Source: an optimization exercise on an open RTL-to-GDS flow (aim: a short achievable clock period and few clock cycles). Production flows keep margins and buffers that such runs may drop.
The RTL was checked by simulation tests, not by an equivalence proof against the original design.
No driver is modelled on the clock port, so clocking that relies on it looks cheaper here than on a real chip.
Power is estimated from default activity; no workload was simulated.

== 12-02 ==
Design indexed_linked_list_engine, start of the top module:
module indexed_linked_list_engine (
    input  wire logic        clk,
    input  wire logic        rst_n,
    input  wire logic        req_valid,
    output logic             req_ready,
    input  wire logic [1:0]  req_opcode,
    input  wire logic [15:0] req_index,
    input  wire logic [31:0] req_value,
    output logic             rsp_valid,
    input  wire logic        rsp_ready,
    output logic [1:0]       rsp_status,
    output logic [31:0]      rsp_read_value,
    output logic [6:0]       rsp_list_count
);
    localparam int CAP  = ille_pkg::CAPACITY;
    localparam int DW   = ille_pkg::DATA_W;
    localparam int SW   = ille_pkg::SLOT_W;
    localparam int CW   = ille_pkg::CNT_W;
    localparam int QD   = 6;                  
    localparam int RW   = 2 + DW + CW;        
    logic            busy_q;      
    logic            accept;
    logic            idx_small;
    logic [5:0]      idx6;
    logic [CAP-1:0]  oh_in;
    logic [CAP-1:0]  ge_in;
    logic            a_valid;
    logic            a_rd, a_insh, a_inst, a_rem;
    logic [CAP-1:0]  a_oh;        
    logic            a_small;     
    logic [5:0]      a_idx;
    logic [CAP-1:0]  a_ge;        
    logic [DW-1:0]   a_val;
    assign accept    = req_valid && !busy_q;
    assign idx_small = (req_index[15:6] == 10'd0);
    assign idx6      = req_index[5:0];
    always_comb
    begin
        for (int k = 0; k < CAP; k++)
        begin
            oh_in[k] = idx_small && (idx6 == 6'(k));
            ge_in[k] = idx_small && (6'(k) >= idx6);
        end
    end
    always_ff @(posedge clk or negedge rst_n)
    begin
        if (!rst_n)
        begin
            a_valid <= 1'b0;
            a_rd    <= 1'b0;
            a_insh  <= 1'b0;
            a_inst  <= 1'b0;
  ...
Size: about 9200 cells after synthesis, about 3300 flip-flops, ~97 I/O pins, roughly 130000 sq um of cells after synthesis.
clock: 6.5 ns
lec_check: 0
abc_clock_period_in_ps: 2000
cap_margin: 20
core_margin: 2
core_utilization: 60
place_density: 0.7
setup_slack_margin: 4.2
slew_margin: 20
tns_end_percent: 100
standard.sh (not shown) runs the stock make flow with config.mk's settings and CLKGATE_MAP_FILE= SYNTH_SCRIPT=/design/flow/synth_recipe.tcl, a recipe that flattens the netlist after the stock synthesis.
==> flow/flow/run.sh <==
#!/bin/bash
# Own layout flow: the standard flow (standard.sh, unchanged synthesis), with
#  - port buffers that start as buf_8 rather than the smallest buffer, and a resizer free to pick
#    any buffer size (not only the same footprint);
#  - the clock tree's top level rebuilt after TritonCTS (flow/clock_root.tcl): the clock port
#    drives four quadrant buffers directly instead of one root buffer.
# make's output goes to flow_make.log; each ORFS step's own log is under orfs/logs.
set -euo pipefail
here="$(cd "$(dirname "${BASH_SOURCE[0]}")" && pwd)"
export BUFFER_PORTS_ARGS="-buffer_cell sky130_fd_sc_hd__buf_8"
export CTS_ARGS="-sink_clustering_enable -repair_clock_nets -buf_list sky130_fd_sc_hd__clkbuf_16"
export PRE_CTS_TCL="$here/pre_cts.tcl"
bash standard.sh MATCH_CELL_FOOTPRINT=0 ${LOCAL_TARGETS:-finish} > flow_make.log 2>&1
Other scripts of this flow, unchanged in this note and not shown: flow/flow/clock_root.tcl, flow/flow/pre_cts.tcl
Testbench counts of 12-02, summed over its fixed seeds: cycles 12,040.
Changes in 09-13 relative to 12-02:
--- a/flow/design.v
+++ b/flow/design.v
@@ -354,74 +354,58 @@
         d_word = d_rdbad ? {DW{1'b1}} : '0;
         for (int g = 0; g < RG; g++)
         begin
             d_word = d_word | d_part[g];
         end
     end
     assign d_rsp = {d_status, d_word, d_count};
     localparam int FD = 8;
     logic [FD-1:0][RW-1:0] f_mem;
-    logic [FD-1:0]         f_wp, f_rp;   
-    logic [FD-1:0]         f_rp1;        
+    logic [2:0]            f_wp, f_rp;
     logic [3:0]            f_cnt;
     logic [RW-1:0]         out_q;
     logic                  out_v;
     logic                  take;
     logic [2:0]            occ_q;
     logic [2:0]            occ_next;
     logic [RW-1:0]         head_stay;    
     logic [RW-1:0]         head_next;    
-    logic                  v_stay;       
-    logic                  v_next;       
-    assign take  = out_v && rsp_ready;
-    assign f_rp1 = {f_rp[FD-2:0], f_rp[FD-1]};
+    assign take = out_v && rsp_ready;
+    logic [2:0]            f_rp1;        
+    assign f_rp1 = f_rp + 3'd1;
     always_comb
     begin
-        head_stay = '0;
-        head_next = '0;
-        for (int k = 0; k < FD; k++)
-        begin
-            head_stay = head_stay | (f_mem[k] & {RW{f_rp[k]}});
-            head_next = head_next | (f_mem[k] & {RW{f_rp1[k]}});
-        end
-        if (d_valid && |(f_wp & f_rp))
-            head_stay = d_rsp;
-        if (d_valid && |(f_wp & f_rp1))
-            head_next = d_rsp;
+        head_stay = (d_valid && (f_wp == f_rp)) ? d_rsp : f_mem[f_rp];
+        head_next = (d_valid && (f_wp == f_rp1)) ? d_rsp : f_mem[f_rp1];
     end
-    assign v_stay = (f_cnt != 4'd0) || d_valid;
-    assign v_next = (f_cnt > 4'd1) || ((f_cnt == 4'd1) && d_valid);
     always_ff @(posedge clk)
     begin
-        for (int k = 0; k < FD; k++)
-        begin
-            if (d_valid && f_wp[k])
-                f_mem[k] <= d_rsp;
-        end
+        if (d_valid)
+            f_mem[f_wp] <= d_rsp;
         out_q <= take ? head_next : head_stay;
     end
     always_ff @(posedge clk or negedge rst_n)
     begin
         if (!rst_n)
         begin
-            f_wp  <= FD'(1);
-            f_rp  <= FD'(1);
+            f_wp  <= '0;
+            f_rp  <= '0;
             f_cnt <= '0;
             out_v <= 1'b0;
         end
         else
         begin
             if (d_valid)
-                f_wp <= {f_wp[FD-2:0], f_wp[FD-1]};
+                f_wp <= f_wp + 3'd1;
             if (take)
                 f_rp <= f_rp1;
             f_cnt <= f_cnt + 4'(d_valid) - 4'(take);
-            out_v <= take ? v_next : v_stay;
+            out_v <= (f_cnt + 4'(d_valid) - 4'(take)) != 4'd0;
         end
     end
     always_comb
     begin
         occ_next = occ_q;
         if (accept && !take)
             occ_next = occ_q + 3'd1;
         else if (!accept && take)
             occ_next = occ_q - 3'd1;
Results
From 12-02 to 09-13 the numbers moved as follows: buffers plus inverters on the worst setup path picked up an extra 5; global-route wire length before repair picked up an extra 29000 um. 09-13 ended up with out_v$_DFF_PN0_ as its capture point of the worst path; 12-02 ended up with pos_q[382]$_DFFE_PN1P_. Die width ended up 1.7% higher on 09-13 than on 12-02. 09-13 gives more switching power as a share of total power than 12-02 did. On utilization, 09-13 and 12-02 are basically level. Compared with 12-02, in 09-13 post-synthesis instance total has increased, proportion of layout cells with a drive suffix above 1 now sits higher, starting density of the core was more or less identical, critical path depth went up by 5.
Testbench counts of 09-13, summed over its fixed seeds: cycles 12,040.

==> re-timing with driven ports <==
How much do the figures lean on ideal ports? The routed layouts below were timed once more, with nothing changed but the port constraints.
Step 1 assumes that a clkbuf_16 drives the clock port and a buf_2 every other input.
Step 2 times the ports against the registers' clock, not the clock port: input delays grow and output delays shrink by t, the midpoint of the rising clock arrivals with the driver on.
Slacks: no drivers / after step 1 / after step 2; pairs: no drivers / after step 1.
run | shift t [ns] | setup slack, ns | clock arrival spread, ns
12-02 | 0.823 | 3.981 / 3.843 / 3.586 | 0.083 / 0.083
09-13 | 0.849 | 4.010 / 3.808 / 3.335 | 0.075 / 0.076
After both steps every run listed still meets setup and hold. The setup slack of 09-13, which loses most, moves by -0.202 ns with the drivers and by -0.675 ns with both steps.
